What follows belongs to an exercise in optimizing a design on an open flow for small area, a short achievable clock period and few clock cycles per item; a production flow would make more cautious choices.
In this exercise RTL edits were held to simulation tests only and were not proved equivalent to the original.
Power and IR drop assume default switching activity.

`design.v`:
```
`default_nettype none
package trk_tmr_pkg;
    localparam int unsigned EXP_W     = 5;
    localparam int unsigned CNT_W     = 8;
    localparam int unsigned TICK_W    = 22;
    localparam int unsigned HALF_W    = TICK_W - 1;
    localparam int unsigned RAND_W    = 16;
    localparam int unsigned CFG_IDX_W = 2;
    localparam int unsigned CFG_DAT_W = 8;
    localparam int unsigned MAX_EXP_DEF          = 24;
    localparam int unsigned TICKS_PER_SECOND_DEF = 128;
    localparam int unsigned MS_PER_SEC           = 1000;
    localparam int unsigned RAND_TOP             = (1 << RAND_W) - 1;
    localparam logic [TICK_W-1:0] TICK_MAX  = {TICK_W{1'b1}};
    localparam logic [CNT_W-1:0]  COUNT_MAX = {CNT_W{1'b1}};
    localparam logic [EXP_W-1:0] MIN_EXP_RST    = 5'd12;
    localparam logic [EXP_W-1:0] DOUBLINGS_RST  = 5'd8;
    localparam logic [CNT_W-1:0] REDUNDANCY_RST = 8'd10;
    typedef enum logic [1:0] {
        OP_TICK  = 2'd0,
        OP_HEARD = 2'd1,
        OP_RESET = 2'd2,
        OP_START = 2'd3
    } t_op;
    typedef enum logic [2:0] {
        EV_NONE     = 3'd0,
        EV_TRANSMIT = 3'd1,
        EV_SUPPRESS = 3'd2,
        EV_POSTPONE = 3'd3,
        EV_NEW_INTV = 3'd4
    } t_event;
    typedef enum logic [CFG_IDX_W-1:0] {
        CFG_MIN_EXP    = 2'd0,
        CFG_DOUBLINGS  = 2'd1,
        CFG_REDUNDANCY = 2'd2
    } t_cfg_idx;
    typedef struct packed {
        t_op               op;
        logic [RAND_W-1:0] rand_word;
        logic              addr_ready;
    } t_in_item;
    typedef struct packed {
        t_event            event_res;
        logic [EXP_W-1:0]  interval_exp;
        logic [CNT_W-1:0]  consistent_count;
    } t_out_item;
    typedef logic [(1 << EXP_W)-1:0][TICK_W-1:0] t_tick_tbl;
    function automatic t_tick_tbl ticks_table(input int unsigned tps);
        logic [(1 << EXP_W)*TICK_W-1:0] tbl;
        logic [63:0] t;
        for (int e = 0; e < (1 << EXP_W); e++) begin
            t = ((64'd1 << e) * 64'(tps)) / MS_PER_SEC;
            if (t > 64'(TICK_MAX)) begin
                t = 64'(TICK_MAX);
            end
            tbl[e*TICK_W +: TICK_W] = t[TICK_W-1:0];
        end
        ticks_table = tbl;
    endfunction
    function automatic logic [TICK_W-1:0] add22(input logic [TICK_W-1:0] a,
                                                input logic [TICK_W-1:0] b,
                                                input logic              ci);
        logic [TICK_W-1:0] p, g, pp, gg;
        p  = a ^ b;
        g  = a & b;
        pp = p;
        gg = g;
        gg[0] = g[0] | (p[0] & ci);
        for (int i = 1; i <= 5; i++) begin
            for (int j = (1 << i) - 1; j < TICK_W; j = j + (1 << i)) begin
                gg[j] = gg[j] | (pp[j] & gg[j - (1 << (i - 1))]);
                pp[j] = pp[j] & pp[j - (1 << (i - 1))];
            end
        end
        for (int i = 5; i > 0; i--) begin
            for (int j = (1 << i) + (1 << (i - 1)) - 1; j < TICK_W; j = j + (1 << i)) begin
                gg[j] = gg[j] | (pp[j] & gg[j - (1 << (i - 1))]);
                pp[j] = pp[j] & pp[j - (1 << (i - 1))];
            end
        end
        add22 = p ^ {gg[TICK_W-2:0], ci};
    endfunction
    function automatic logic [CNT_W-1:0] inc8(input logic [CNT_W-1:0] x);
        logic c;
        c = 1'b1;
        for (int i = 0; i < CNT_W; i++) begin
            inc8[i] = x[i] ^ c;
            c       = c & x[i];
        end
    endfunction
    function automatic logic [EXP_W-1:0] inc5(input logic [EXP_W-1:0] x);
        logic c;
        c = 1'b1;
        for (int i = 0; i < EXP_W; i++) begin
            inc5[i] = x[i] ^ c;
            c       = c & x[i];
        end
    endfunction
    function automatic logic lt8(input logic [CNT_W-1:0] a, input logic [CNT_W-1:0] b);
        logic l;
        l = 1'b0;
        for (int i = 0; i < CNT_W; i++) begin
            l = (~a[i] & b[i]) | (~(a[i] ^ b[i]) & l);
        end
        lt8 = l;
    endfunction
    function automatic logic lt5(input logic [EXP_W-1:0] a, input logic [EXP_W-1:0] b);
        logic l;
        l = 1'b0;
        for (int i = 0; i < EXP_W; i++) begin
            l = (~a[i] & b[i]) | (~(a[i] ^ b[i]) & l);
        end
        lt5 = l;
    endfunction
    function automatic logic lt6(input logic [5:0] a, input logic [5:0] b);
        logic l;
        l = 1'b0;
        for (int i = 0; i < 6; i++) begin
            l = (~a[i] & b[i]) | (~(a[i] ^ b[i]) & l);
        end
        lt6 = l;
    endfunction
    function automatic logic [6:0] sub7(input logic [6:0] a, input logic [6:0] b);
        logic w;
        w = 1'b0;
        for (int i = 0; i < 7; i++) begin
            sub7[i] = a[i] ^ b[i] ^ w;
            w       = (~a[i] & (b[i] | w)) | (b[i] & w);
        end
    endfunction
    function automatic logic [5:0] add5(input logic [4:0] a, input logic [4:0] b);
        logic c;
        c = 1'b0;
        for (int i = 0; i < 5; i++) begin
            add5[i] = a[i] ^ b[i] ^ c;
            c       = (a[i] & b[i]) | (c & (a[i] ^ b[i]));
        end
        add5[5] = c;
    endfunction
endpackage
`default_nettype wire
`default_nettype none
module trickle_interval_timer_unit #(
    parameter int unsigned TICKS_PER_SECOND = trk_tmr_pkg::TICKS_PER_SECOND_DEF,
    parameter int unsigned MAX_EXP          = trk_tmr_pkg::MAX_EXP_DEF
) (
    input  wire                                  i_clk,
    input  wire                                  i_rst_n,
    input  wire                                  i_in_valid,
    output logic                                 o_in_ready,
    input  wire [18:0]                           i_in,
    output logic                                 o_out_valid,
    input  wire                                  i_out_ready,
    output logic [15:0]                          o_out,
    input  wire                                  i_cfg_valid,
    output logic                                 o_cfg_ready,
    input  wire [trk_tmr_pkg::CFG_IDX_W-1:0]     i_cfg_index,
    input  wire [trk_tmr_pkg::CFG_DAT_W-1:0]     i_cfg_data
);
    localparam int unsigned EXP_W  = trk_tmr_pkg::EXP_W;
    localparam int unsigned CNT_W  = trk_tmr_pkg::CNT_W;
    localparam int unsigned TICK_W = trk_tmr_pkg::TICK_W;
    localparam logic [EXP_W-1:0]  MAX_EXP_V  = EXP_W'(MAX_EXP);
    localparam logic [TICK_W-1:0] POSTPONE_T = TICK_W'(TICKS_PER_SECOND);
    localparam logic [(1 << EXP_W)*TICK_W-1:0] TICK_TBL =
        trk_tmr_pkg::ticks_table(TICKS_PER_SECOND);
    localparam logic [TICK_W-1:0] T_TOP      = TICK_TBL[24*TICK_W +: TICK_W];
    logic [EXP_W-1:0] r_min_exp;
    logic [EXP_W-1:0] r_doublings;
    logic [CNT_W-1:0] r_redundancy;
    logic [EXP_W-1:0] r_ceil;
    logic [EXP_W-1:0]  r_exp;
    logic [CNT_W-1:0]  r_heard;
    logic [2:0]        r_event;
    logic              r_fire_pending;
    logic              r_running;
    logic              r_addr_ok;
    logic [TICK_W-1:0] r_ticks;
    logic [TICK_W-1:0] r_b;
    logic              r_busy;
    logic [4:0]        r_step;
    logic              r_in_ready;
    logic              r_out_valid;
    logic              r_m_valid;
    logic [18:0]       r_m;
    logic              r_s_valid;
    logic [18:0]       r_s;
    assign o_cfg_ready = 1'b1;
    assign o_in_ready  = r_in_ready;
    assign o_out_valid = r_out_valid;
    assign o_out       = {r_event, r_exp, r_heard};
    logic in_xfer, proc, m_load;
    assign in_xfer = i_in_valid && r_in_ready;
    assign proc    = r_m_valid && !r_busy && (!r_out_valid || i_out_ready);
    assign m_load  = proc || !r_m_valid;
    logic [1:0]  op;
    logic [15:0] rnd;
    logic        rdy;
    assign op  = r_m[18:17];
    assign rnd = r_m[16:1];
    assign rdy = r_m[0];
    logic [EXP_W-1:0] eff_min, exp_up;
    always_comb begin
        eff_min = trk_tmr_pkg::lt5(MAX_EXP_V, r_min_exp) ? MAX_EXP_V : r_min_exp;
        exp_up  = trk_tmr_pkg::lt5(r_exp, r_ceil) ? trk_tmr_pkg::inc5(r_exp) : r_exp;
    end
    logic [TICK_W-1:0] h_big;
    logic              t_lsb;
    logic [46:0] c_exp;
    always_comb begin
        c_exp = {25'd0, T_TOP} << r_exp;
        h_big = c_exp[46:25];
        t_lsb = c_exp[24];
    end
    logic fold_c;
    assign fold_c = (&r_b[15:6]) && !trk_tmr_pkg::lt6(r_b[21:16], ~r_b[5:0]);
    logic [TICK_W-1:0] add_y, add_s;
    logic              add_ci;
    always_comb begin
        add_y  = {TICK_W{1'b1}};
        add_ci = 1'b0;
        if (r_busy) begin
            if (!r_step[4]) begin
                add_y = r_b[0] ? h_big : '0;
            end else if (r_step == 5'd16) begin
                add_y = {6'd0, r_b[15:0]};
            end else if (r_step == 5'd17) begin
                add_y  = {16'd0, r_b[21:16]};
                add_ci = fold_c;
            end else if (r_step == 5'd18) begin
                add_y = h_big;
            end else begin
                add_y = ~{h_big[TICK_W-2:0], t_lsb};
            end
        end
        add_s = trk_tmr_pkg::add22(r_ticks, add_y, add_ci);
    end
    logic [EXP_W-1:0]  n_exp;
    logic [CNT_W-1:0]  n_heard;
    logic [2:0]        n_event;
    logic              n_fire_pending, n_running, n_addr_ok;
    logic [TICK_W-1:0] n_ticks;
    logic              do_begin;
    logic [EXP_W-1:0]  begin_exp;
    always_comb begin
        n_exp          = r_exp;
        n_heard        = r_heard;
        n_event        = trk_tmr_pkg::EV_NONE;
        n_fire_pending = r_fire_pending;
        n_running      = r_running;
        n_addr_ok      = r_addr_ok;
        n_ticks        = r_ticks;
        do_begin       = 1'b0;
        begin_exp      = eff_min;
        case (op)
            trk_tmr_pkg::OP_TICK: begin
                if (r_running) begin
                    if (r_ticks[TICK_W-1:1] != '0) begin
                        n_ticks = add_s;
                    end else if (!r_addr_ok && !rdy) begin
                        n_ticks = POSTPONE_T;
                        n_event = trk_tmr_pkg::EV_POSTPONE;
                    end else begin
                        n_addr_ok = 1'b1;
                        if (r_fire_pending) begin
                            n_event = trk_tmr_pkg::lt8(r_heard, r_redundancy) ?
                                      trk_tmr_pkg::EV_TRANSMIT : trk_tmr_pkg::EV_SUPPRESS;
                            n_fire_pending = 1'b0;
                            n_ticks = r_b;
                        end else begin
                            begin_exp = exp_up;
                            do_begin  = 1'b1;
                        end
                    end
                end
            end
            trk_tmr_pkg::OP_HEARD: begin
                if (r_heard != trk_tmr_pkg::COUNT_MAX) begin
                    n_heard = trk_tmr_pkg::inc8(r_heard);
                end
            end
            trk_tmr_pkg::OP_RESET: begin
                if (trk_tmr_pkg::lt5(eff_min, r_exp)) begin
                    do_begin = 1'b1;
                end
            end
            default: begin
                do_begin = 1'b1;
            end
        endcase
        if (do_begin) begin
            n_exp          = begin_exp;
            n_heard        = '0;
            n_event        = trk_tmr_pkg::EV_NEW_INTV;
            n_fire_pending = 1'b1;
            n_running      = 1'b1;
        end
    end
    logic       r_all1;
    logic [6:0] fire_s, tail_s, t_small;
    logic [46:0] c_begin;
    assign r_all1 = &rnd;
    always_comb begin
        c_begin = {25'd0, T_TOP} << begin_exp;
        t_small = c_begin[30:24];
        case (begin_exp)
            5'd4:    fire_s = r_all1 ? 7'd2  : 7'd1;
            5'd5:    fire_s = r_all1 ? 7'd4  : {5'd0, 1'b1, rnd[15]};
            5'd6:    fire_s = r_all1 ? 7'd8  : {4'd0, 1'b1, rnd[15:14]};
            5'd7:    fire_s = r_all1 ? 7'd16 : {3'd0, 1'b1, rnd[15:13]};
            5'd8:    fire_s = r_all1 ? 7'd32 : {2'd0, 1'b1, rnd[15:12]};
            5'd9:    fire_s = r_all1 ? 7'd64 : {1'd0, 1'b1, rnd[15:11]};
            default: fire_s = 7'd0;
        endcase
        tail_s = trk_tmr_pkg::sub7(t_small, fire_s);
    end
    logic begin_slow;
    assign begin_slow = begin_exp[4] || (begin_exp[3] && (begin_exp[2] || begin_exp[1]));
    always_ff @(posedge i_clk) begin
        if (!i_rst_n) begin
            r_min_exp    <= trk_tmr_pkg::MIN_EXP_RST;
            r_doublings  <= trk_tmr_pkg::DOUBLINGS_RST;
            r_redundancy <= trk_tmr_pkg::REDUNDANCY_RST;
        end else if (i_cfg_valid) begin
            case (i_cfg_index)
                trk_tmr_pkg::CFG_MIN_EXP:    r_min_exp    <= i_cfg_data[EXP_W-1:0];
                trk_tmr_pkg::CFG_DOUBLINGS:  r_doublings  <= i_cfg_data[EXP_W-1:0];
                trk_tmr_pkg::CFG_REDUNDANCY: r_redundancy <= i_cfg_data[CNT_W-1:0];
                default: begin
                end
            endcase
        end
    end
    logic [EXP_W:0] ceil_sum;
    assign ceil_sum = trk_tmr_pkg::add5(r_min_exp, r_doublings);
    always_ff @(posedge i_clk) begin
        r_ceil <= trk_tmr_pkg::lt5(MAX_EXP_V, ceil_sum[EXP_W-1:0]) || ceil_sum[EXP_W] ?
                  MAX_EXP_V : ceil_sum[EXP_W-1:0];
    end
    always_ff @(posedge i_clk) begin
        if (!i_rst_n) begin
            r_exp          <= '0;
            r_heard        <= '0;
            r_fire_pending <= 1'b0;
            r_running      <= 1'b0;
            r_addr_ok      <= 1'b0;
            r_busy         <= 1'b0;
        end else if (r_busy) begin
            if (r_step == 5'd19) begin
                r_busy <= 1'b0;
            end
        end else if (proc) begin
            r_exp          <= n_exp;
            r_heard        <= n_heard;
            r_fire_pending <= n_fire_pending;
            r_running      <= n_running;
            r_addr_ok      <= n_addr_ok;
            r_busy         <= do_begin && begin_slow;
        end
    end
    always_ff @(posedge i_clk) begin
        if (r_busy) begin
            r_step <= trk_tmr_pkg::inc5(r_step);
            if (!r_step[4]) begin
                r_ticks <= {1'b0, add_s[TICK_W-1:1]};
                r_b     <= {6'd0, add_s[0], r_b[15:1]};
            end else if (r_step == 5'd16) begin
                r_b     <= add_s;
            end else if (r_step == 5'd19) begin
                r_b     <= ~add_s;
            end else begin
                r_ticks <= add_s;
            end
        end else if (proc) begin
            r_event <= n_event;
            r_step  <= '0;
            if (do_begin) begin
                if (begin_slow) begin
                    r_ticks <= '0;
                    r_b     <= {6'd0, rnd};
                end else begin
                    r_ticks <= {15'd0, fire_s};
                    r_b     <= {15'd0, tail_s};
                end
            end else begin
                r_ticks <= n_ticks;
            end
        end
    end
    always_ff @(posedge i_clk) begin
        if (!i_rst_n) begin
            r_out_valid <= 1'b0;
            r_m_valid   <= 1'b0;
            r_s_valid   <= 1'b0;
            r_in_ready  <= 1'b1;
        end else begin
            if (proc) begin
                r_out_valid <= 1'b1;
            end else if (i_out_ready) begin
                r_out_valid <= 1'b0;
            end
            if (m_load) begin
                r_m_valid  <= r_s_valid || in_xfer;
                r_s_valid  <= 1'b0;
                r_in_ready <= 1'b1;
            end else if (in_xfer) begin
                r_s_valid  <= 1'b1;
                r_in_ready <= 1'b0;
            end
        end
    end
    always_ff @(posedge i_clk) begin
        if (m_load) begin
            r_m <= r_s_valid ? r_s : i_in;
        end
        if (in_xfer) begin
            r_s <= i_in;
        end
    end
endmodule
`default_nettype wire
```
`flow/run.sh`:
```
#!/bin/bash
# The standard layout (standard.sh: its synthesis, floorplan, placement,
# CTS and routing, with the design's SDC), with two knobs changed:
#  * timing repair keeps a setup margin, so the achieved period is pushed
#    below the design's clock period;
#  * the port buffers are plain buffers instead of the resizer's pick.
# All of make's output goes to make_finish.log in the work folder.
set -euo pipefail
MARGIN=$(awk -v p="$FLOW_PERIOD_NS" 'BEGIN { printf "%.2f", p - 5.6 }')
bash standard.sh "SETUP_SLACK_MARGIN=$MARGIN" \
    "BUFFER_PORTS_ARGS=-buffer_cell sky130_fd_sc_hd__buf_1" finish > make_finish.log 2>&1
```
`standard.sh`:
```
#!/bin/bash
# synth_recipe.tcl (not shown) runs the flow's synth.tcl, then flattens the netlist and writes it again
# the make line also repeats each setting of config.mk as NAME=value (left out here)
make -C /OpenROAD-flow-scripts/flow DESIGN_CONFIG=/design/flow/config.mk WORK_HOME=/design/flow/orfs CLKGATE_MAP_FILE= SYNTH_SCRIPT=/design/flow/synth_recipe.tcl "${@:-finish}"
```
`config.mk`:
```
export PLATFORM = sky130hd
export DESIGN_NAME = trickle_interval_timer_unit
export DESIGN_NICKNAME = trickle_interval_timer_unit
export VERILOG_FILES = /design/flow/design.v
export SDC_FILE = /design/flow/constraint.sdc
export NUM_CORES = 4
export LEC_CHECK = 0
export CAP_MARGIN = 20
export CORE_MARGIN = 2
export CORE_UTILIZATION = 55
export CTS_BUF_LIST = sky130_fd_sc_hd__clkbuf_8
export CTS_CLUSTER_DIAMETER = 80
export CTS_CLUSTER_SIZE = 40
export PLACE_DENSITY = 0.7
export SLEW_MARGIN = 20
```
`constraint.sdc`:
```
create_clock -name core_clock -period 22.0 [get_ports {i_clk}]
set_input_delay 4.4000 -clock core_clock [delete_from_list [all_inputs] [get_ports {i_clk}]]
set_output_delay 4.4000 -clock core_clock [all_outputs]
set_load 0.01 [all_outputs]
```
==> summary.md, run 1 <==
| Metric | Value |
|---|---|
| Max_cap viols | 0 |
| P_leak | 4.44 nW |
| CP startpoint kind | register |
| Dominant synthesized flop cell | edfxtp_1 |
| Required @ worst endpoint | 17.60 ns |
| Die Wd | 140 microns |
| Total congestion overflow | 0 |
| Clock Skew | 0.0185 ns |
| Iteration-0 DRC Markers | 1161 |
| Final Wtd Congestion | 0.976 |
| Pin count of the biggest net entering global routing | 65 |
| CP arrival | 1.25 ns |
| EDFF count, synth | 90 |
| Most common cell after layout, fill and taps aside | nand2_1 |
| Final slew viol count | 0 |
| Vias in the first global route | 8335 |
| Global-route usage over all layers | 29.2% |
| Fin Hold WS | 0.486 ns |
| Initial antenna violation count | 0 |
| Die H | 140 microns |
| Area growth from synthesis to layout | 15.9% |
| Initial DRT Pass Iterations | 9 |
| Clock Latency Late Sink | 0.46 ns |
| Most frequent cells in the layout | nand2_1 (133), edfxtp_1 (90), nor2_1 (71) |
| Tmin final | 5.65 ns |
| #FFs+latches synth | 134 |
| TNS Setup | 0 ns |
| DIE AREA | 19500 sq um |
| CTS tree | done |
| Worst Max-Slew Pin Slew | 1.04 ns |
| DR WL/cell | 20.8 microns |
| Post-Route WL | 29.7 mm |
| Max Clk Rate | 177 MHz |
| Yosys cell types | 77 |
| Vias per Instance | 6.48 |
| Final Hold Fails | 0 |
| Final setup fails | 0 |
| Initial Util | 56.3% |
| Syn nets | 1254 |
| Clock buffer depth | 2 |
| Sequential area share after synthesis | 35.3% |
| Clock sink count | 134 |
| First-pass GRT wire length | 45.3 mm |
| CTS H-tree lvls | 4 |
| Ys Warns | 1 |
| Number of diodes | 0 |
| VDD IR max | 0.0398 mV |
| I/O pins | 53 |
| Mean Syn Cell Area | 8.94 sq um |
| Post-route ant nets | 0 |
| Power density over cell area | 62.3 nW/um^2 |
| Clock buffer count from CTS | 17 |
| Clk slew on worst S/H paths | 0.08 ns |
| Port Buffers | 51 |
| Hold_buf cts | 0 |
| Share of the clock period used by the worst path | 25.7% |
| Syn Inst Count | 1135 |
| Mapped Area | 10100 sq um |
| Critical Path Fanout Max | 7 |
| Outcome | timing/DRC/antenna clean |
| Critical Setup Path Class | register to primary output |
| Unrepaired setup endpoints after global routing | yes |
| Vias | 9282 |
| Worst relative slew slack | 29.8% |
| # fillers | 1537 |
| Asr flop ratio synth | 0% |
| FP Rows | 49 |
| DP Wirelength | 20.0 mm |
| Worst setup EP type | primary output |
| Nets | 1310 |
| Layout cell share with drive strength beyond 1 | 16.6% |
| Residual DRC | 0 |
| Clock root cell | clkbuf_8 |
| Worst hold-check path type | register to register |
| Core ar. | 18000 sq um |
-- critical path, cell delays in order (launching register included) --
cell and delay [ns]:
dfxtp_4 0.42, buf_4 0.14, buf_4 0.10, buf_1 0.14
-- synthesized netlist by cell type (21+ instances only) --
| master | count | area (sq um) |
|---|---|---|
| o21ai_0 | 74 | 370 |
| mux2i_1 | 39 | 390 |
| ha_1 | 64 | 801 |
| a21oi_1 | 71 | 355 |
| edfxtp_1 | 90 | 2700 |
| dfxtp_1 | 44 | 881 |
| nand2_1 | 139 | 522 |
| nand3_1 | 29 | 145 |
| inv_1 | 52 | 195 |
| mux2_2 | 22 | 248 |
| clkbuf_1 | 60 | 225 |
| nor2_1 | 76 | 285 |
| o22ai_1 | 22 | 138 |
| xnor2_1 | 28 | 245 |
| fa_1 | 21 | 420 |
| o221ai_1 | 21 | 184 |
-- cell type report --
type | instances | area [sq um] | area share [%]
multi-input cells | 880 | 6490 | 55.3
well taps | 229 | 287 | 2.44
repair buffers | 105 | 767 | 6.52
flip-flops and latches | 134 | 3600 | 30.6
inverters | 53 | 216 | 1.84
clock inverters | 15 | 155 | 1.32
clock buffers | 17 | 234 | 1.99
-- routing by layer --
layer  wire length, microns  up-vias  global-route usage [%]
met5                      0        -                       0
met4                    818        0                    8.74
met3                   2710       74                    5.16
met2                  13400      556                    45.3
met1                  12800     4350                    42.0
li1                       -     4302                       -
-- through the flow --
step	total power [mW]	utilization (%)	std cells	setup slack, ns	instance area [sq um]
global placement	0.494	58.0	1357	15.30	10400
finish	0.733	65.2	1433	16.35	11800
detailed placement	0.497	58.0	1357	15.08	10400
global route	0.766	65.2	1433	16.30	11800
floorplan	0.451	-	1135	16.45	10200
CTS	0.714	62.1	1396	16.38	11200
-- path summary, 6_finish.rpt --
| check | start | to | depth (start not counted) | slack [ns] |
|---|---|---|---|---|
| worst max-delay path | r_exp[1] | o_out[9] | 3 | 16.35 |
| worst min-delay path | r_m_valid | r_in_ready | 1 | 0.49 |
| worst max register to register | r_exp[1] | r_ticks[21] | 23 | 16.61 |
| worst min register to register | r_m_valid | r_in_ready | 1 | 0.49 |
-- cell families after synthesis --
family	count (synthesis)	share of synthesized area, %
DFF	134	35.3
AOI/OAI and AO/OA	338	22.0
muxes	61	6.29
buffers and inverters	123	4.76
adders and majority gates	85	12.0
and+or+nand+nor	359	16.6
other	1	0.0370
xor gates and xnor gates	34	2.94
-- power breakdown --
group / switching, mW / internal (mW) / total [mW] / leakage (nW)
clock network: 0.108 / 0.101 / 0.209 / 0.192
registers: 0.0174 / 0.294 / 0.311 / 1.22
logic: 0.123 / 0.0893 / 0.213 / 3.02
-- what timing repair did --
action,4_1_cts,5_1_grt
cloned,4,4
buffers inserted,3,33
pin swaps,2,16
endpoints found under the setup margin,64,44
hold endpoints to repair,0,0
resized for setup,51,68
-- sequential cells by signal (all words and copies together), names as in the netlist, 3 cells and up --
| name | cells |
|---|---|
| r_b | 22 |
| r_ticks | 22 |
| r_m | 19 |
| r_s | 19 |
| r_heard | 8 |
| r_redundancy | 8 |
| r_ceil | 5 |
| r_doublings | 5 |
| r_exp | 5 |
| r_min_exp | 5 |
| r_step | 5 |
| r_event | 3 |
Testbench counts, summed over its fixed seeds: cycles 32,136, ops 32,000.
==> run 2: changes to the inputs <==
--- a/config.mk
+++ b/config.mk
@@ -7,9 +7,8 @@
 export LEC_CHECK = 0
 export CAP_MARGIN = 20
 export CORE_MARGIN = 2
-export CORE_UTILIZATION = 55
+export CORE_UTILIZATION = 40
 export CTS_BUF_LIST = sky130_fd_sc_hd__clkbuf_8
-export CTS_CLUSTER_DIAMETER = 80
-export CTS_CLUSTER_SIZE = 40
-export PLACE_DENSITY = 0.7
+export PLACE_DENSITY = 0.6
 export SLEW_MARGIN = 20
+export TNS_END_PERCENT = 5
==> summary.md, run 2 <==
| Metric | Value |
|---|---|
| Max Clk Rate | 177 MHz (about the same) |
| Inst Count DP | 1460 (+7.6%) |
| Syn nets | 1254 (unchanged) |
| Worst hold-check path type | register to register |
| Initial Util | 40.5% (-16 points) |
| Synth area leader | edfxtp_1 |
| CP arrival | 1.26 ns (about the same) |
| Layout cell share with drive strength beyond 1 | 15.4% (-1.3 points) |
| Critical path's top delay family | buffers and inverters |
| Final slew viol count | 0 (unchanged) |
| Worst setup EP type | primary output |
| Mapped Area | 10100 sq um (unchanged) |
| CTS H-tree lvls | 4 (unchanged) |
| Vias in the first global route | 8210 (-1.5%) |
| First-pass GRT wire length | 46.2 mm (+1.9%) |
| Area contributors post-synth | edfxtp_1 (27%), dfxtp_1 (8.7%), ha_1 (7.9%) |
| Hold_buf cts | 0 (unchanged) |
| # fillers | 2403 (+56%) |
| Final Hold Fails | 0 (unchanged) |
| Post-route ant nets | 0 (unchanged) |
| Die Wd | 163 microns (+17%) |
| Final setup fails | 0 (unchanged) |
| Iteration-0 DRC Markers | 897 (-23%) |
| Clock root cell | clkbuf_8 |
| Core ar. | 25000 sq um (+39%) |
| Clock Latency Late Sink | 0.46 ns (about the same) |
| EDFF count, synth | 90 (unchanged) |
| CTS tree | done |
| Power density over cell area | 61.2 nW/um^2 (-1.8%) |
| Max_cap viols | 0 (unchanged) |
| #FFs+latches synth | 134 (unchanged) |
| Worst relative slew slack | 33.2% (+3.4 points) |
| Mean Syn Cell Area | 8.94 sq um (unchanged) |
| DP Wirelength | 20.5 mm (+2.4%) |
| Share of the synthesized area in the top cell type | 26.6% (unchanged) |
| Asr flop ratio synth | 0% (unchanged) |
| Clock buffer depth | 2 (unchanged) |
| Number of diodes | 0 (unchanged) |
| FF-to-FF setup slack | 16.56 ns (-0.05 ns) |
| Port Buffers | 51 (unchanged) |
| Area growth from synthesis to layout | 15.6% |
| Clk slew on worst S/H paths | 0.08 ns (about the same) |
| I/O pins | 53 (unchanged) |
| Multi-input logic area | 6410 sq um (-1.3%) |
| CP max-delay cell | dfxtp_1 |
| Critical Setup Path Class | register to primary output |
| Outcome | timing/DRC/antenna clean |
| Yosys cell types | 77 (unchanged) |
| Ys Warns | 1 (unchanged) |
| Top flop regs | r_b x22, r_ticks x22 |
| Critical Path Fanout Max | 31 (+24) |
| Tmin final | 5.66 ns (+0.00380 ns) |
| Global-route usage over all layers | 22.2% (-7.0 points) |
| Worst Max-Slew Pin Slew | 1.00 ns (-0.0392 ns) |
| Residual DRC | 0 (unchanged) |
| Clock Skew | 0.0186 ns (+0.000106 ns) |
| Dominant synthesized flop cell | edfxtp_1 |
| Cell with the most instances after synthesis | nand2_1 |
| Most common cell after layout, fill and taps aside | nand2_1 |
| Nets | 1311 (+0.076%) |
| Non-filler instance count after layout | 1535 (+7.1%) |
| Sequential area share after synthesis | 35.3% (unchanged) |
| VDD IR max | 0.0431 mV (+8.4%) |
| Final Wtd Congestion | 0.913 (-6.4%) |
| Vias | 9166 (-1.2%) |
| CP startpoint kind | register |
| FP Rows | 58 (+18%) |
| Unrepaired setup endpoints after global routing | yes |
| Initial antenna violation count | 0 (unchanged) |
| Total congestion overflow | 0 (unchanged) |
| DIE AREA | 26700 sq um (+36%) |
| TNS Setup | 0 ns (unchanged) |
| Fin Hold WS | 0.484 ns (-0.00240 ns) |
| Critical Path Max Stage Delay | 0.38 ns (-0.04 ns) |
| Cell-by-cell listing of the critical path | buf_8 -> buf_1 |
| Pin count of the biggest net entering global routing | 64 (-1.5%) |
| Commonest cells post-synth | nand2_1 (139), edfxtp_1 (90), nor2_1 (76) |
| Post-Route WL | 30.5 mm (+2.6%) |
| P_leak | 4.38 nW (-1.2%) |
| WP buf/inv | 2 (-1) |
| Die H | 163 microns (+17%) |
| Register area | 3590 sq um (-0.21%) |
| Most frequent cells in the layout | nand2_1 (135), edfxtp_1 (90), nor2_1 (74) |
| Initial DRT Pass Iterations | 6 (-3) |
| Clock buffer count from CTS | 17 (unchanged) |
| Required @ worst endpoint | 17.60 ns (about the same) |
| DR WL/cell | 19.9 microns (-4.2%) |
| Vias per Instance | 5.97 (-7.8%) |
| Share of the clock period used by the worst path | 25.7% (about the same) |
| Syn Inst Count | 1135 (unchanged) |
| Clock sink count | 134 (unchanged) |
run 2: per-layer routing:
layer  share of wire [%]  GRT usage [%]  vias to the layer above
li1                    -              -                     4300
met1                  44           31.6                     4407
met2                  46           34.3                      388
met3                 7.3           2.92                       71
met4                 2.8           8.09                        0
met5                   0              0                        -
run 2: cells by family after synthesis:
group           after synthesis  synth area share, %
buf+inv                     123                 4.76
mux                          61                 6.29
flops                       134                 35.3
simple gates                359                 16.6
compound gates              338                 22.0
other cells                   1               0.0370
fa+ha+maj                    85                 12.0
xor+xnor                     34                 2.94
run 2: per-stage QoR:
stage,setup WS (ns),instance area (sq um),util (%),total power [mW]
after floorplan,16.35,10200,-,0.450
after global placement,15.18,10600,42.2,0.496
after detailed placement,15.04,10600,42.2,0.498
after CTS,16.27,11100,44.4,0.705
after global routing,16.28,11700,46.8,0.755
final,16.34,11700,46.8,0.718
run 2: layout make-up:
| class | instances | share of cell area, % |
|---|---|---|
| clock inverter | 15 | 1.12 |
| timing repair buffer | 107 | 6.25 |
| inverter | 53 | 1.81 |
| tap | 330 | 3.52 |
| multi-input combinational | 879 | 54.7 |
| clock buffer | 17 | 1.99 |
| sequential | 134 | 30.6 |
run 2: what timing repair did:
| action | CTS | global route |
|---|---|---|
| gates cloned | 2 | 3 |
| pin swaps | 2 | 21 |
| resized for setup | 26 | 70 |
| setup endpoints to repair | 88 | 104 |
| setup buffers | 2 | 36 |
run 2: worst paths after layout:
| path | startpoint | end | depth (start not counted) |
|---|---|---|---|
| hold reg to reg | r_m_valid | r_in_ready | 1 |
| hold / removal | r_m_valid | r_in_ready | 1 |
| setup reg to reg | r_exp[3] | r_b[6] | 22 |
| setup / recovery | r_exp[4] | o_out[12] | 2 |
run 2: power breakdown:
part | leakage, nW | switching (mW) | internal (mW)
Clock | 0.176 | 0.108 | 0.0894
Sequential | 1.22 | 0.0172 | 0.294
Combinational | 2.98 | 0.121 | 0.0877
==> run 3: changes to the inputs <==
--- a/config.mk
+++ b/config.mk
@@ -11,4 +11,3 @@
 export CTS_BUF_LIST = sky130_fd_sc_hd__clkbuf_8
 export PLACE_DENSITY = 0.6
 export SLEW_MARGIN = 20
-export TNS_END_PERCENT = 5
==> summary.md, run 3 <==
| Metric | Value |
|---|---|
| Power density over cell area | 62.1 nW/um^2 (+1.5%) |
| Outcome | timing/DRC/antenna clean |
| Clock Skew | 0.0312 ns (+0.0126 ns) |
| I/O pins | 53 (unchanged) |
| Hold Path Cell Cnt | 1 (unchanged) |
| Switch share | 34.1% (-0.32 points) |
| Hold_buf cts | 0 (unchanged) |
| P_leak | 4.39 nW (+0.13%) |
| Die H | 163 microns (unchanged) |
| Initial antenna violation count | 0 (unchanged) |
| Residual DRC | 0 (unchanged) |
| Clock sink count | 134 (unchanged) |
| Sequential area share after synthesis | 35.3% (unchanged) |
| Inst Count DP | 1459 (-0.068%) |
| Clk slew on worst S/H paths | 0.08 ns (about the same) |
| CP startpoint kind | register |
| DP Wirelength | 20.8 mm (+1.5%) |
| Worst reg2reg startpoint | r_exp[1] |
| VDD IR max | 0.0395 mV (-8.4%) |
| Vias | 9114 (-0.57%) |
| Number of diodes | 0 (unchanged) |
| Worst setup EP type | primary output |
| Required @ worst endpoint | 17.60 ns (about the same) |
| Nets | 1301 (-0.76%) |
| CTS H-tree lvls | 4 (unchanged) |
| Worst R2R Path Depth | 25 (+14%) |
| Pin count of the biggest net entering global routing | 65 (+1.6%) |
| Hold path start | r_m_valid |
| Yosys cell types | 77 (unchanged) |
| Total congestion overflow | 0 (unchanged) |
| Clk pwr share | 28.8% (+1.3 points) |
| Die Wd | 163 microns (unchanged) |
| Register share of total power | 42.5% (-0.8 points) |
| Final setup fails | 0 (unchanged) |
| Net Sw Power | 0.249 mW (+1.0%) |
| Initial DRT Pass Iterations | 7 (+1) |
| Clock buffer depth | 2 (unchanged) |
| Final slew viol count | 0 (unchanged) |
| Tmin final | 5.64 ns (-0.0229 ns) |
| Internal Power | 0.482 mW (+2.5%) |
| FP Rows | 58 (unchanged) |
| Share of the clock period used by the worst path | 25.6% (-0.10 points) |
| Global-route usage over all layers | 22.5% (+0.32 points) |
| Critical Path Fanout Max | 7 (-77%) |
| Comb power frac | 28.7% (-0.4 points) |
| First-pass GRT wire length | 46.6 mm (+0.99%) |
| Unrepaired setup endpoints after global routing | yes |
| R2r endpoint | r_b[6] |
| Synth area leader | edfxtp_1 |
| Critical Setup Path Class | register to primary output |
| Hold EP | r_in_ready |
| Area contributors post-synth | edfxtp_1 (27%), dfxtp_1 (8.7%), ha_1 (7.9%) |
| CTS tree | done |
| Core ar. | 25000 sq um (unchanged) |
| Final Hold Fails | 0 (unchanged) |
| Worst Max-Slew Pin Slew | 0.937 ns (-0.0640 ns) |
| Dominant synthesized flop cell | edfxtp_1 |
| Commonest cells post-synth | nand2_1 (139), edfxtp_1 (90), nor2_1 (76) |
| EDFF count, synth | 90 (unchanged) |
| Mapped Area | 10100 sq um (unchanged) |
| Post-Route WL | 30.8 mm (+0.96%) |
| Max_cap viols | 0 (unchanged) |
| DIE AREA | 26700 sq um (unchanged) |
| Area growth from synthesis to layout | 16.1% |
| Port Buffers | 51 (unchanged) |
| Clock Latency Late Sink | 0.48 ns (+0.02 ns) |
| Most frequent cells in the layout | nand2_1 (133), edfxtp_1 (90), nor2_1 (75) |
| Mean Syn Cell Area | 8.94 sq um (unchanged) |
| DR WL/cell | 20.2 microns (+1.6%) |
| Worst relative slew slack | 36.7% (+3.6 points) |
| Ys Warns | 1 (unchanged) |
| Share of the synthesized area in the top cell type | 26.6% (unchanged) |
| Iteration-0 DRC Markers | 808 (-9.9%) |
| Post-route ant nets | 0 (unchanged) |
| Clock buffer count from CTS | 17 (unchanged) |
| Max Clk Rate | 177 MHz (+0.41%) |
| Top flop regs | r_b x22, r_ticks x22 |
| Layout cell share with drive strength beyond 1 | 15.5% (+0.13 points) |
| Vias in the first global route | 8292 (+1.0%) |
| Non-filler instance count after layout | 1525 (-0.65%) |
| Asr flop ratio synth | 0% (unchanged) |
| Syn nets | 1254 (unchanged) |
| TNS Setup | 0 ns (unchanged) |
| Clock root cell | clkbuf_8 |
| Most common cell after layout, fill and taps aside | nand2_1 |
| FF-to-FF setup slack | 16.58 ns (+0.02 ns) |
| Syn Inst Count | 1135 (unchanged) |
| #FFs+latches synth | 134 (unchanged) |
| CP arrival | 1.24 ns (-0.02 ns) |
| Final Wtd Congestion | 0.935 (+2.4%) |
| Initial Util | 40.5% (unchanged) |
| Vias per Instance | 5.98 (about the same) |
| Cell with the most instances after synthesis | nand2_1 |
| Worst hold-check path type | register to register |
## run 3: kinds of logic (layout without fill, tap and decap cells)
kind of cell | after synthesis | after routing | share of synthesized area (%)
buffers and inverters | 123 | 181 | 4.76
other | 1 | 1 | 0.0370
muxes | 61 | 61 | 6.29
AOI/OAI and AO/OA | 338 | 339 | 22.0
xor gates and xnor gates | 34 | 34 | 2.94
and+or+nand+nor | 359 | 360 | 16.6
adders and majority gates | 85 | 85 | 12.0
DFF | 134 | 134 | 35.3
## run 3: final cells by class
cell class / count / area, sq um
clock buffer: 17 / 234
clock inverter: 15 / 155
timing repair buffer: 96 / 706
multi-input combinational: 880 / 6460
sequential: 134 / 3600
tap: 330 / 413
inverter: 53 / 211
fill: 2399 / 13300
## run 3: power by group through the flow
stage | Sequential [mW] | Combinational (mW) | Clock, mW
after floorplan | 0.309 | 0.142 | 0
after global placement | 0.315 | 0.181 | 0
after detailed placement | 0.316 | 0.183 | 0
after CTS | 0.310 | 0.195 | 0.215
after global routing | 0.313 | 0.231 | 0.227
final | 0.311 | 0.210 | 0.211
## run 3: critical path: stages (launching register included)
cell     delay [ns]
dfxtp_4        0.43
buf_4          0.17
buf_1          0.18
## run 3: metal layers
layer / wire length (microns) / vias to the layer above / GRT usage, %
met3: 2270 / 62 / 3.89
met2: 14200 / 395 / 34.5
li1: - / 4289 / -
met4: 932 / 0 / 8.57
met1: 13400 / 4368 / 31.6
met5: 0 / - / 0
## run 3: how the worst max path moves through the flow
stage | to | cells past startpoint | startpoint
floorplan | r_heard[7] | 7 | i_out_ready
global placement | r_ticks[20] | 27 | r_step[4]
detailed placement | r_ticks[20] | 27 | r_step[4]
CTS | r_ticks[21] | 27 | r_step[4]
global route | r_ticks[20] | 28 | r_exp[1]
finish | o_out[9] | 2 | r_exp[1]
## run 3: repair_timing
item / in CTS / in global routing
gates cloned: 4 / 4
setup buffers: 3 / 23
pin swaps: 2 / 14
resized for setup: 54 / 53
endpoints found under the setup margin: 64 / 66
## run 3: metrics by stage
step | power, mW | setup WS, ns | util (%) | hold WS, ns | cell area, sq um
after floorplan | 0.451 | 16.45 | - | 0.431 | 10200
after global placement | 0.497 | 15.26 | 42.3 | 0.458 | 10600
after detailed placement | 0.499 | 15.07 | 42.3 | 0.457 | 10600
after CTS | 0.720 | 16.42 | 45.2 | 0.485 | 11300
after global routing | 0.770 | 16.30 | 47.1 | 0.501 | 11800
final | 0.732 | 16.37 | 47.1 | 0.491 | 11800
==> run 4: changes to the inputs <==
--- a/design.v
+++ b/design.v
@@ -360,7 +360,6 @@
     end
     always_ff @(posedge i_clk) begin
         if (r_busy) begin
-            r_step <= trk_tmr_pkg::inc5(r_step);
             if (!r_step[4]) begin
                 r_ticks <= {1'b0, add_s[TICK_W-1:1]};
                 r_b     <= {6'd0, add_s[0], r_b[15:1]};
@@ -373,7 +372,6 @@
             end
         end else if (proc) begin
             r_event <= n_event;
-            r_step  <= '0;
             if (do_begin) begin
                 if (begin_slow) begin
                     r_ticks <= '0;
@@ -388,6 +386,12 @@
         end
     end
     always_ff @(posedge i_clk) begin
+        r_step <= r_busy ? trk_tmr_pkg::inc5(r_step) : 5'd0;
+    end
+    logic s_valid_n, busy_n;
+    assign s_valid_n = !m_load && (r_s_valid || in_xfer);
+    assign busy_n    = r_busy ? (r_step != 5'd19) : (proc && do_begin && begin_slow);
+    always_ff @(posedge i_clk) begin
         if (!i_rst_n) begin
             r_out_valid <= 1'b0;
             r_m_valid   <= 1'b0;
@@ -400,13 +404,12 @@
                 r_out_valid <= 1'b0;
             end
             if (m_load) begin
-                r_m_valid  <= r_s_valid || in_xfer;
-                r_s_valid  <= 1'b0;
-                r_in_ready <= 1'b1;
+                r_m_valid <= r_s_valid || in_xfer;
+                r_s_valid <= 1'b0;
             end else if (in_xfer) begin
-                r_s_valid  <= 1'b1;
-                r_in_ready <= 1'b0;
+                r_s_valid <= 1'b1;
             end
+            r_in_ready <= !s_valid_n && !busy_n;
         end
     end
     always_ff @(posedge i_clk) begin
--- a/flow/run.sh
+++ b/flow/run.sh
@@ -6,6 +6,6 @@
 #  * the port buffers are plain buffers instead of the resizer's pick.
 # All of make's output goes to make_finish.log in the work folder.
 set -euo pipefail
-MARGIN=$(awk -v p="$FLOW_PERIOD_NS" 'BEGIN { printf "%.2f", p - 5.6 }')
+MARGIN=$(awk -v p="$FLOW_PERIOD_NS" 'BEGIN { printf "%.2f", p - 5.45 }')
 bash standard.sh "SETUP_SLACK_MARGIN=$MARGIN" \
     "BUFFER_PORTS_ARGS=-buffer_cell sky130_fd_sc_hd__buf_1" finish > make_finish.log 2>&1
==> summary.md, run 4 <==
| Metric | Value |
|---|---|
| Worst R2R Path Depth | 21 (-16%) |
| #FFs+latches synth | 134 (unchanged) |
| Tot Pwr | 0.734 mW (+0.36%) |
| Clock root cell | clkbuf_8 |
| Clock Latency Late Sink | 0.48 ns (about the same) |
| Worst relative slew slack | 36.9% (+0.13 points) |
| Final design utilization | 48.9% (+1.9 points) |
| Hold EP | r_running |
| Nets | 1308 (+0.54%) |
| CTS tree | done |
| # fillers | 2347 (-2.2%) |
| Syn Inst Count | 1122 (-1.1%) |
| CP max-delay cell | dfxtp_4 |
| Final Hold Fails | 0 (unchanged) |
| Dpl ws | 15.63 ns (+0.563 ns) |
| Dpl cell area | 10500 sq um (-0.44%) |
| EDFF count, synth | 85 (-5.6%) |
| Hold path start | r_running |
| DP Wirelength | 20.3 mm (-2.7%) |
| CP arrival | 1.10 ns (-0.14 ns) |
| Share of the clock period used by the worst path | 25.0% (-0.60 points) |
| Max_cap viols | 0 (unchanged) |
| Die Wd | 163 microns (-0.29%) |
| Clk slew on worst S/H paths | 0.10 ns (+0.02 ns) |
| Layout cell share with drive strength beyond 1 | 22.6% (+7.1 points) |
| Number of diodes | 0 (unchanged) |
| Initial Util | 40.4% (-0.12 points) |
| Power density over cell area | 60.1 nW/um^2 (-3.2%) |
| Final instance area | 12200 sq um (+3.7%) |
| Die H | 163 microns (-0.29%) |
| Most frequent CP cell | buf_6 |
| Total congestion overflow | 0 (unchanged) |
| Worst setup EP type | primary output |
| Hold_buf cts | 0 (unchanged) |
| Setup crit start | r_exp[0] |
| Most common cell after layout, fill and taps aside | nand2_1 |
| CTS H-tree lvls | 4 (unchanged) |
| Cell-by-cell listing of the critical path | buf_6 -> buf_6 |
| Sequential area share after synthesis | 35.0% (-0.29 points) |
| Critical Path Max Stage Delay | 0.42 ns (about the same) |
| Clock sink count | 134 (unchanged) |
| Mean Syn Cell Area | 8.99 sq um (+0.56%) |
| DIE AREA | 26500 sq um (-0.58%) |
| Hold Path Cell Cnt | 1 (unchanged) |
| Dominant synthesized flop cell | edfxtp_1 |
| Critical Setup Path Class | register to primary output |
| Area growth from synthesis to layout | 21.1% |
| Area contributors post-synth | edfxtp_1 (25%), dfxtp_1 (9.7%), ha_1 (7.9%) |
| Final setup fails | 0 (unchanged) |
| Yosys cell types | 76 (-1.3%) |
| Tmin final | 5.50 ns (-0.131 ns) |
| FF-to-FF setup slack | 16.71 ns (+0.13 ns) |
| Critical Path Fanout Max | 4 (-3) |
| FP Rows | 58 (unchanged) |
| Pin count of the biggest net entering global routing | 95 (+46%) |
| DR WL/cell | 20.1 microns (-0.61%) |
| Vias in the first global route | 8465 (+2.1%) |
| Port Buffers | 51 (unchanged) |
| Worst hold-check path type | register to register |
| Unrepaired setup endpoints after global routing | yes |
| Post-Route WL | 30.8 mm (-0.16%) |
| Final Wtd Congestion | 0.898 (-4.0%) |
| Syn nets | 1241 (-1.0%) |
| Worst reg2reg startpoint | r_ticks[15] |
| Worst Max-Slew Pin Slew | 0.947 ns (+0.0103 ns) |
| Synth area leader | edfxtp_1 |
| Share of the synthesized area in the top cell type | 25.3% (-1.3 points) |
| P_leak | 4.59 nW (+4.5%) |
| Most frequent cells in the layout | nand2_1 (144), edfxtp_1 (85), o21ai_0 (72) |
| Global-route usage over all layers | 22.8% (+0.29 points) |
| Max Clk Rate | 182 MHz (+2.4%) |
| Required @ worst endpoint | 17.60 ns (about the same) |
| Ys Warns | 1 (unchanged) |
| Vias | 9105 (-0.099%) |
| Clock buffer count from CTS | 17 (unchanged) |
| Final slew viol count | 0 (unchanged) |
| Initial DRT Pass Iterations | 6 (-1) |
| First-pass GRT wire length | 47.4 mm (+1.7%) |
| Commonest cells post-synth | nand2_1 (151), o21ai_0 (89), edfxtp_1 (85) |
| I/O pins | 53 (unchanged) |
| VDD IR max | 0.0401 mV (+1.5%) |
| Iteration-0 DRC Markers | 850 (+5.2%) |
| Outcome | timing/DRC/antenna clean |
| Setup WS post-layout | 16.50 ns (+0.131 ns) |
| R2r endpoint | r_b[5] |
| Core ar. | 25000 sq um (-0.29%) |
| Residual DRC | 0 (unchanged) |
| Top flop regs | r_b x22, r_ticks x22 |
| TNS Setup | 0 ns (unchanged) |
| Mapped Area | 10100 sq um (-0.59%) |
| Post-route ant nets | 0 (unchanged) |
| Cell with the most instances after synthesis | nand2_1 |
| Clock Skew | 0.0236 ns (-0.00758 ns) |
| Vias per Instance | 5.94 (-0.56%) |
| CP startpoint kind | register |
| Asr flop ratio synth | 0% (unchanged) |
| Initial antenna violation count | 0 (unchanged) |
| Clock buffer depth | 2 (unchanged) |
run 4: worst max-delay path, delay by kind of cell (launching register included):
kind | cells | cell delay (ns)
buffers and inverters | 2 | 0.21
DFF | 1 | 0.42
run 4: per-stage QoR:
stage	hold slack, ns	std cells
after global routing	0.504	1532
after detailed placement	0.457	1439
final	0.477	1532
after global placement	0.437	1439
after CTS	0.480	1497
after floorplan	0.431	1122
run 4: final cells by class:
cell class                 instances  area (sq um)  area share, %
clock inverter                    15           170           1.39
clock buffer                      17           234           1.92
sequential                       134          3580           29.3
tap                              330           413           3.38
multi-input combinational        866          6640           54.4
inverter                          46           193           1.58
timing repair buffer             124           980           8.02
run 4: kinds of logic (layout without fill, tap and decap cells):
family                     Yosys count  in the layout  synth area share, %
and+or+nand+nor                    354            354                 16.9
AOI/OAI and AO/OA                  326            326                 21.2
DFF                                134            134                 35.0
buffers and inverters              122            202                 4.75
adders and majority gates           85             85                 12.1
muxes                               66             66                 6.95
xor gates and xnor gates            34             34                 2.95
other                                1              1               0.0372
run 4: per-layer routing:
layer / vias up / GRT usage (%) / wire (microns)
li1: 4233 / - / -
met2: 410 / 34.6 / 13900
met1: 4410 / 32.7 / 13800
met5: - / 0 / 0
met4: 0 / 7.56 / 797
met3: 52 / 4.07 / 2180
run 4: repair_timing:
item	CTS	global route
pin swaps	7	28
hold endpoints to repair	0	0
cloned	5	1
endpoints found under the setup margin	52	26
resized for setup	89	94
buffers inserted	21	34
run 4: worst max-delay path by stage:
stage                        endpoint  slack, ns  depth (start not counted)
final                        o_out[8]      16.50                          2
after global routing      r_ticks[20]      16.38                         25
after CTS                   o_out[10]      16.51                          2
after detailed placement  r_ticks[20]      15.63                         23
after global placement    r_ticks[20]      15.76                         23
after floorplan                r_busy      16.54                          7
run 4: power by group:
group	switching [mW]	internal, mW	leakage, nW
combinational	0.116	0.0886	3.15
sequential	0.0183	0.293	1.23
clock	0.131	0.0873	0.204
Testbench counts of run 4, summed over its fixed seeds: cycles 32,136, ops 32,000.
==> run 5: changes to the inputs <==
--- a/flow/run.sh
+++ b/flow/run.sh
@@ -6,6 +6,6 @@
 #  * the port buffers are plain buffers instead of the resizer's pick.
 # All of make's output goes to make_finish.log in the work folder.
 set -euo pipefail
-MARGIN=$(awk -v p="$FLOW_PERIOD_NS" 'BEGIN { printf "%.2f", p - 5.45 }')
+MARGIN=$(awk -v p="$FLOW_PERIOD_NS" 'BEGIN { printf "%.2f", p - 5.6 }')
 bash standard.sh "SETUP_SLACK_MARGIN=$MARGIN" \
     "BUFFER_PORTS_ARGS=-buffer_cell sky130_fd_sc_hd__buf_1" finish > make_finish.log 2>&1
--- a/config.mk
+++ b/config.mk
@@ -8,6 +8,5 @@
 export CAP_MARGIN = 20
 export CORE_MARGIN = 2
 export CORE_UTILIZATION = 40
-export CTS_BUF_LIST = sky130_fd_sc_hd__clkbuf_8
 export PLACE_DENSITY = 0.6
 export SLEW_MARGIN = 20
==> summary.md, run 5 <==
| Metric | Value |
|---|---|
| Total congestion overflow | 0 (unchanged) |
| Multi-input logic area | 6480 sq um (-2.4%) |
| Commonest cells post-synth | nand2_1 (151), o21ai_0 (89), edfxtp_1 (85) |
| Vias | 8740 (-4.0%) |
| Clock buffer count from CTS | 17 (unchanged) |
| Clock sink count | 134 (unchanged) |
| Clock root cell | clkbuf_16 |
| Final slew viol count | 0 (unchanged) |
| Top flop regs | r_b x22, r_ticks x22 |
| Met2 GRT Util | 31.7% (-2.9 points) |
| Synth area leader | edfxtp_1 |
| Clock Latency Late Sink | 0.43 ns (-0.05 ns) |
| P_leak | 4.36 nW (-4.8%) |
| VDD IR max | 0.0495 mV (+23%) |
| Initial DRT Pass Iterations | 5 (-1) |
| Syn nets | 1241 (unchanged) |
| Outcome | timing/DRC/antenna clean |
| Unrepaired setup endpoints after global routing | yes |
| Setup WS post-layout | 16.39 ns (-0.102 ns) |
| Final setup fails | 0 (unchanged) |
| Clk slew on worst S/H paths | 0.06 ns (-0.04 ns) |
| Global-route usage over all layers | 20.6% (-2.1 points) |
| Share of the clock period used by the worst path | 25.5% (+0.47 points) |
| Syn Inst Count | 1122 (unchanged) |
| Worst relative slew slack | 31.3% (-5.6 points) |
| DR WL/cell | 18.8 microns (-6.3%) |
| Die Wd | 163 microns (unchanged) |
| CP arrival | 1.21 ns (+0.11 ns) |
| Worst Max-Slew Pin Slew | 1.03 ns (+0.0815 ns) |
| EDFF count, synth | 85 (unchanged) |
| Dpl ws | 15.67 ns (+0.0419 ns) |
| Non-filler instance count after layout | 1490 (-2.7%) |
| Final Hold Fails | 0 (unchanged) |
| Comb power frac | 23.2% (-4.7 points) |
| TNS Setup | 0 ns (unchanged) |
| Port Buffers | 51 (unchanged) |
| GRT met3 Usage | 3.41% (-0.66 points) |
| Residual DRC | 0 (unchanged) |
| Cell with the most instances after synthesis | nand2_1 |
| Most frequent cells in the layout | nand2_1 (146), edfxtp_1 (85), o21ai_0 (80) |
| CTS tree | done |
| DP Wirelength | 19.8 mm (-2.0%) |
| Iteration-0 DRC Markers | 832 (-2.1%) |
| Internal Power | 0.558 mW (+19%) |
| Vias in the first global route | 7981 (-5.7%) |
| Power density over cell area | 67.6 nW/um^2 (+12%) |
| Share of the synthesized area in the top cell type | 25.3% (unchanged) |
| Post-route ant nets | 0 (unchanged) |
| Yosys cell types | 76 (unchanged) |
| Vias per Instance | 5.87 (-1.3%) |
| Dominant synthesized flop cell | edfxtp_1 |
| FP Rows | 58 (unchanged) |
| Initial antenna violation count | 0 (unchanged) |
| Tmin final | 5.61 ns (+0.102 ns) |
| Clock Skew | 0.0126 ns (-0.0109 ns) |
| Mean Syn Cell Area | 8.99 sq um (unchanged) |
| GRT busiest layer | met2 |
| Most common cell after layout, fill and taps aside | nand2_1 |
| Inst Count DP | 1435 (-0.28%) |
| Number of diodes | 0 (unchanged) |
| Die H | 163 microns (unchanged) |
| Nets | 1266 (-3.2%) |
| Clk pwr share | 37.5% (+7.7 points) |
| Area contributors post-synth | edfxtp_1 (25%), dfxtp_1 (9.7%), ha_1 (7.9%) |
| First-pass GRT wire length | 43.1 mm (-9.2%) |
| Max_cap viols | 0 (unchanged) |
| GR Util met1 | 29.7% (-3.0 points) |
| Mapped Area | 10100 sq um (unchanged) |
| Worst setup EP type | primary output |
| Area growth from synthesis to layout | 17.1% |
| # fillers | 2356 (+0.38%) |
| Register share of total power | 39.3% (-3.1 points) |
| Clock buffer depth | 2 (unchanged) |
| Critical Setup Path Class | register to primary output |
| Max Clk Rate | 178 MHz (-1.8%) |
| DIE AREA | 26500 sq um (unchanged) |
| Ys Warns | 1 (unchanged) |
| Final Wtd Congestion | 0.917 (+2.2%) |
| Initial Util | 40.4% (unchanged) |
| CP startpoint kind | register |
| Net Sw Power | 0.240 mW (-9.7%) |
| I/O pins | 53 (unchanged) |
| Post-Route WL | 28.0 mm (-8.8%) |
| Asr flop ratio synth | 0% (unchanged) |
| CTS H-tree lvls | 4 (unchanged) |
| Layout cell share with drive strength beyond 1 | 16.0% (-6.6 points) |
| Pin count of the biggest net entering global routing | 77 (-19%) |
| Switch share | 30.1% (-6.1 points) |
| Sequential area share after synthesis | 35.0% (unchanged) |
| #FFs+latches synth | 134 (unchanged) |
| Core ar. | 25000 sq um (unchanged) |
| Required @ worst endpoint | 17.60 ns (about the same) |
| Critical Path Fanout Max | 5 (+1) |
| Register area | 3550 sq um (-0.80%) |
| Worst hold-check path type | register to register |
## run 5: what timing repair did
item / 4_1_cts / 5_1_grt
buffers inserted: 1 / 19
resized for setup: 39 / 78
hold buffers: 0 / 0
setup endpoints to repair: 45 / 22
pin swaps: 3 / 18
cloned: 1 / 2
## run 5: stage by stage
step | utilization (%) | hold slack [ns] | total power [mW] | instance area [sq um]
6_report | 47.3 | 0.470 | 0.798 | 11800
3_5_place_dp | 42.0 | 0.453 | 0.483 | 10500
2_1_floorplan | - | 0.431 | 0.439 | 10100
3_3_place_gp | 42.0 | 0.439 | 0.482 | 10500
4_1_cts | 45.1 | 0.466 | 0.786 | 11300
5_1_grt | 47.3 | 0.493 | 0.832 | 11800
## run 5: worst max-delay path, stage by stage, from the launching register on
cell and delay (ns):
dfxtp_4 0.38, buf_4 0.14, buf_4 0.10, buf_1 0.17
## run 5: cell families (layout without fill, tap and decap cells)
group	Yosys count	after routing	synth area share [%]
multiplexers	66	66	6.95
XOR/XNOR	34	34	2.95
other	1	1	0.0372
AO/OA/AOI/OAI	326	326	21.2
AND/OR/NAND/NOR	354	354	16.9
flip-flops	134	134	35.0
adder cells (fa/ha/maj)	85	85	12.1
buffers and inverters	122	160	4.75
## run 5: final cells by class
type                    count  share of cell area [%]
clock buffers              24                    4.63
clock inverters             8                   0.657
inverters                  46                    1.63
multi-input cells         866                    54.9
flip-flops and latches    134                    30.1
well taps                 330                    3.50
repair buffers             82                    4.62
## run 5: power by group through the flow
stage,clock network (mW),registers [mW],logic (mW)
6_report,0.299,0.313,0.185
5_1_grt,0.312,0.315,0.205
4_1_cts,0.303,0.312,0.171
3_5_place_dp,0,0.317,0.166
3_3_place_gp,0,0.316,0.165
2_1_floorplan,0,0.309,0.130
## run 5: final timing paths
kind,from,endpoint,slack [ns],cells after the start
setup / recovery,r_exp[1],o_out[9],16.39,3
hold / removal,r_running,r_running,0.47,1
setup reg to reg,r_exp[0],r_ticks[20],16.51,23
hold reg to reg,r_running,r_running,0.47,1
## run 5: metal layers
metal | up-vias | wire length [microns]
met5 | - | 0
met4 | 0 | 604
met3 | 46 | 1670
met2 | 329 | 12800
met1 | 4214 | 13000
li1 | 4151 | -
==> run 6: changes to the inputs <==
--- a/config.mk
+++ b/config.mk
@@ -8,5 +8,6 @@
 export CAP_MARGIN = 20
 export CORE_MARGIN = 2
 export CORE_UTILIZATION = 40
+export CTS_BUF_LIST = sky130_fd_sc_hd__clkbuf_8
 export PLACE_DENSITY = 0.6
 export SLEW_MARGIN = 20
==> summary.md, run 6 <==
| Metric | Value |
|---|---|
| CP max-delay cell | dfxtp_2 |
| Vias per Instance | 5.78 (-1.5%) |
| Port Buffers | 51 (unchanged) |
| Tmin final | 5.57 ns (-0.0378 ns) |
| Mapped Area | 10100 sq um (unchanged) |
| Unrepaired setup endpoints after global routing | yes |
| VDD IR max | 0.0444 mV (-10%) |
| Layout cell share with drive strength beyond 1 | 15.6% (-0.42 points) |
| Synth Area in Simple Gates | 16.9% (unchanged) |
| Outcome | timing/DRC/antenna clean |
| Initial antenna violation count | 0 (unchanged) |
| Critical Path Max Stage Delay | 0.40 ns (+0.02 ns) |
| Clock sink count | 134 (unchanged) |
| R2r endpoint | r_ticks[20] |
| Compound-cell area share of the yosys netlist | 21.2% (unchanged) |
| Clock root cell | clkbuf_8 |
| Syn Inst Count | 1122 (unchanged) |
| Clock buffer count from CTS | 17 (unchanged) |
| Ys Warns | 1 (unchanged) |
| Syn nets | 1241 (unchanged) |
| Final slew viol count | 0 (unchanged) |
| Worst reg2reg startpoint | r_step[4] |
| Largest family of logic cells by synthesized area | compound AO/OA/AOI/OAI gates |
| Max Clk Rate | 180 MHz (+0.68%) |
| Dpl cell area | 10500 sq um (unchanged) |
| DP Wirelength | 19.8 mm (unchanged) |
| CTS H-tree lvls | 4 (unchanged) |
| Initial Util | 40.4% (unchanged) |
| Worst setup EP type | primary output |
| Number of diodes | 0 (unchanged) |
| Post-Route WL | 27.7 mm (-1.3%) |
| Final Hold Fails | 0 (unchanged) |
| Die Wd | 163 microns (unchanged) |
| Sequential area share after synthesis | 35.0% (unchanged) |
| DR WL/cell | 18.6 microns (-1.2%) |
| Die H | 163 microns (unchanged) |
| Final Wtd Congestion | 0.917 (unchanged) |
| Nets | 1265 (-0.079%) |
| Yosys cell types | 76 (unchanged) |
| First-pass GRT wire length | 43.2 mm (+0.37%) |
| Residual DRC | 0 (unchanged) |
| Setup WS post-layout | 16.43 ns (+0.0378 ns) |
| I/O pins | 53 (unchanged) |
| Clock Skew | 0.0181 ns (+0.00551 ns) |
| Commonest cells post-synth | nand2_1 (151), o21ai_0 (89), edfxtp_1 (85) |
| Share of the synthesized area in the top cell type | 25.3% (unchanged) |
| Synth area leader | edfxtp_1 |
| Critical Setup Path Class | register to primary output |
| Global-route usage over all layers | 20.7% (+0.098 points) |
| Post-route ant nets | 0 (unchanged) |
| Adder-cell area share of the yosys netlist | 12.1% (unchanged) |
| EDFF count, synth | 85 (unchanged) |
| Worst relative slew slack | 31.5% (+0.20 points) |
| Pin count of the biggest net entering global routing | 77 (unchanged) |
| Total congestion overflow | 0 (unchanged) |
| Clock buffer depth | 2 (unchanged) |
| Clock Latency Late Sink | 0.45 ns (+0.02 ns) |
| Cell with the most instances after synthesis | nand2_1 |
| Required @ worst endpoint | 17.60 ns (about the same) |
| Post-synthesis xor/xnor area fraction | 2.95% (unchanged) |
| Clk slew on worst S/H paths | 0.08 ns (+0.02 ns) |
| CP arrival | 1.17 ns (-0.04 ns) |
| Setup crit start | r_exp[3] |
| Initial DRT Pass Iterations | 6 (+1) |
| Mean Syn Cell Area | 8.99 sq um (unchanged) |
| Most frequent cells in the layout | nand2_1 (146), edfxtp_1 (85), o21ai_0 (82) |
| Vias in the first global route | 7961 (-0.25%) |
| Final instance area | 11600 sq um (-1.8%) |
| Worst hold-check path type | register to register |
| Core ar. | 25000 sq um (unchanged) |
| Asr flop ratio synth | 0% (unchanged) |
| DIE AREA | 26500 sq um (unchanged) |
| Iteration-0 DRC Markers | 903 (+8.5%) |
| Worst Max-Slew Pin Slew | 1.03 ns (-0.00303 ns) |
| Critical Path Fanout Max | 17 (+12) |
| Cell-by-cell listing of the critical path | buf_12 -> buf_2 |
| Vias | 8606 (-1.5%) |
| Worst R2R Path Depth | 21 (-8.7%) |
| TNS Setup | 0 ns (unchanged) |
| FF-to-FF setup slack | 16.57 ns (+0.06 ns) |
| Most common cell after layout, fill and taps aside | nand2_1 |
| Share of the clock period used by the worst path | 25.3% (-0.17 points) |
| CTS tree | done |
| Mux share of post-synthesis cell area | 6.95% (unchanged) |
| Crit path to | o_out[11] |
| Dpl ws | 15.67 ns (unchanged) |
| Final setup fails | 0 (unchanged) |
| Dominant synthesized flop cell | edfxtp_1 |
| P_leak | 4.29 nW (-1.7%) |
| #FFs+latches synth | 134 (unchanged) |
| CP startpoint kind | register |
| Area growth from synthesis to layout | 15.0% |
| Max_cap viols | 0 (unchanged) |
| Area contributors post-synth | edfxtp_1 (25%), dfxtp_1 (9.7%), ha_1 (7.9%) |
| Top flop regs | r_b x22, r_ticks x22 |
| Power density over cell area | 63.5 nW/um^2 (-6.0%) |
| FP Rows | 58 (unchanged) |
-- run 6: power by group --
group	internal [mW]	switching [mW]
registers	0.294	0.0187
clock network	0.138	0.102
logic	0.0775	0.107
-- run 6: routing by layer --
layer	vias up	track usage (%)	wire, microns
li1	4145	-	-
met1	4095	29.9	12800
met2	316	31.6	12400
met3	50	3.57	1750
met4	0	6.56	688
met5	-	0	0
-- run 6: worst min path at each step --
stage          startpoint   endpoint  slack [ns]  cells past startpoint
2_1_floorplan   r_running  r_running        0.43                      1
3_3_place_gp    r_running  r_running        0.44                      1
3_5_place_dp    r_running  r_running        0.45                      1
4_1_cts         r_running  r_running        0.47                      1
5_1_grt         r_step[0]  r_step[0]        0.50                      1
6_report        r_running  r_running        0.47                      1
-- run 6: cells by family (layout without fill, tap and decap cells) --
| family | after synthesis | in the layout |
|---|---|---|
| AOI/OAI and AO/OA | 326 | 326 |
| xor gates and xnor gates | 34 | 34 |
| adders and majority gates | 85 | 85 |
| buffers and inverters | 122 | 159 |
| DFF | 134 | 134 |
| muxes | 66 | 66 |
| other | 1 | 1 |
| and+or+nand+nor | 354 | 354 |
-- run 6: per-stage QoR --
step / instances / utilization [%] / power, mW / hold slack, ns
6_report: 1489 / 46.4 / 0.736 / 0.472
5_1_grt: 1489 / 46.4 / 0.772 / 0.498
4_1_cts: 1471 / 44.8 / 0.729 / 0.471
3_5_place_dp: 1435 / 42.0 / 0.483 / 0.453
3_3_place_gp: 1435 / 42.0 / 0.482 / 0.439
2_1_floorplan: 1122 / - / 0.439 / 0.431
-- run 6: what timing repair did --
action	4_1_cts	5_1_grt
hold buffers	0	0
cloned	3	0
hold endpoints to repair	0	0
setup endpoints to repair	44	22
gates resized for setup	42	66
pin swaps	3	17
setup buffers	1	18
-- run 6: critical path: cells and delay by family, from the launching register on --
kind / cells / cell delay (ns)
DFF: 1 / 0.40
buffers and inverters: 2 / 0.32
-- run 6: cell type report --
class                      count  area (sq um)
inverter                      46           193
tap                          330           413
sequential                   134          3550
timing repair buffer          81           551
fill                        2405         13400
clock inverter                14           205
multi-input combinational    866          6430
clock buffer                  18           248

## what the ideal ports hide
Ports are ideal in the flow. The routed layouts listed here were re-timed in OpenROAD.
Step 1, drivers: a clkbuf_16 drives i_clk and a buf_2 each remaining input, both assumed.
Step 2 moves the port delays by t, midway between the first and last clock arrival at a register: inputs arrive t later, outputs are due t later. That takes back most of the time a late clock gives input paths.
Slacks: ideal ports / drivers / drivers and shift; pairs: ideal ports / drivers.
| run | t (ns) | slack for setup (ns) | latest minus earliest clock arrival (ns) |
|---|---|---|---|
| run 1 | 0.490 | 16.346 / 16.306 / 15.986 | 0.018 / 0.018 |
| run 2 | 0.496 | 16.342 / 16.299 / 16.003 | 0.019 / 0.019 |
| run 3 | 0.504 | 16.365 / 16.323 / 15.964 | 0.031 / 0.031 |
| run 4 | 0.509 | 16.496 / 16.451 / 16.207 | 0.024 / 0.024 |
| run 5 | 0.469 | 16.394 / 16.346 / 16.136 | 0.013 / 0.013 |
| run 6 | 0.483 | 16.432 / 16.388 / 16.012 | 0.019 / 0.018 |
After both steps every run listed still meets setup and hold. For run 6, which loses most, drivers alone change the setup slack by -0.044 ns; drivers and shift together by -0.420 ns.
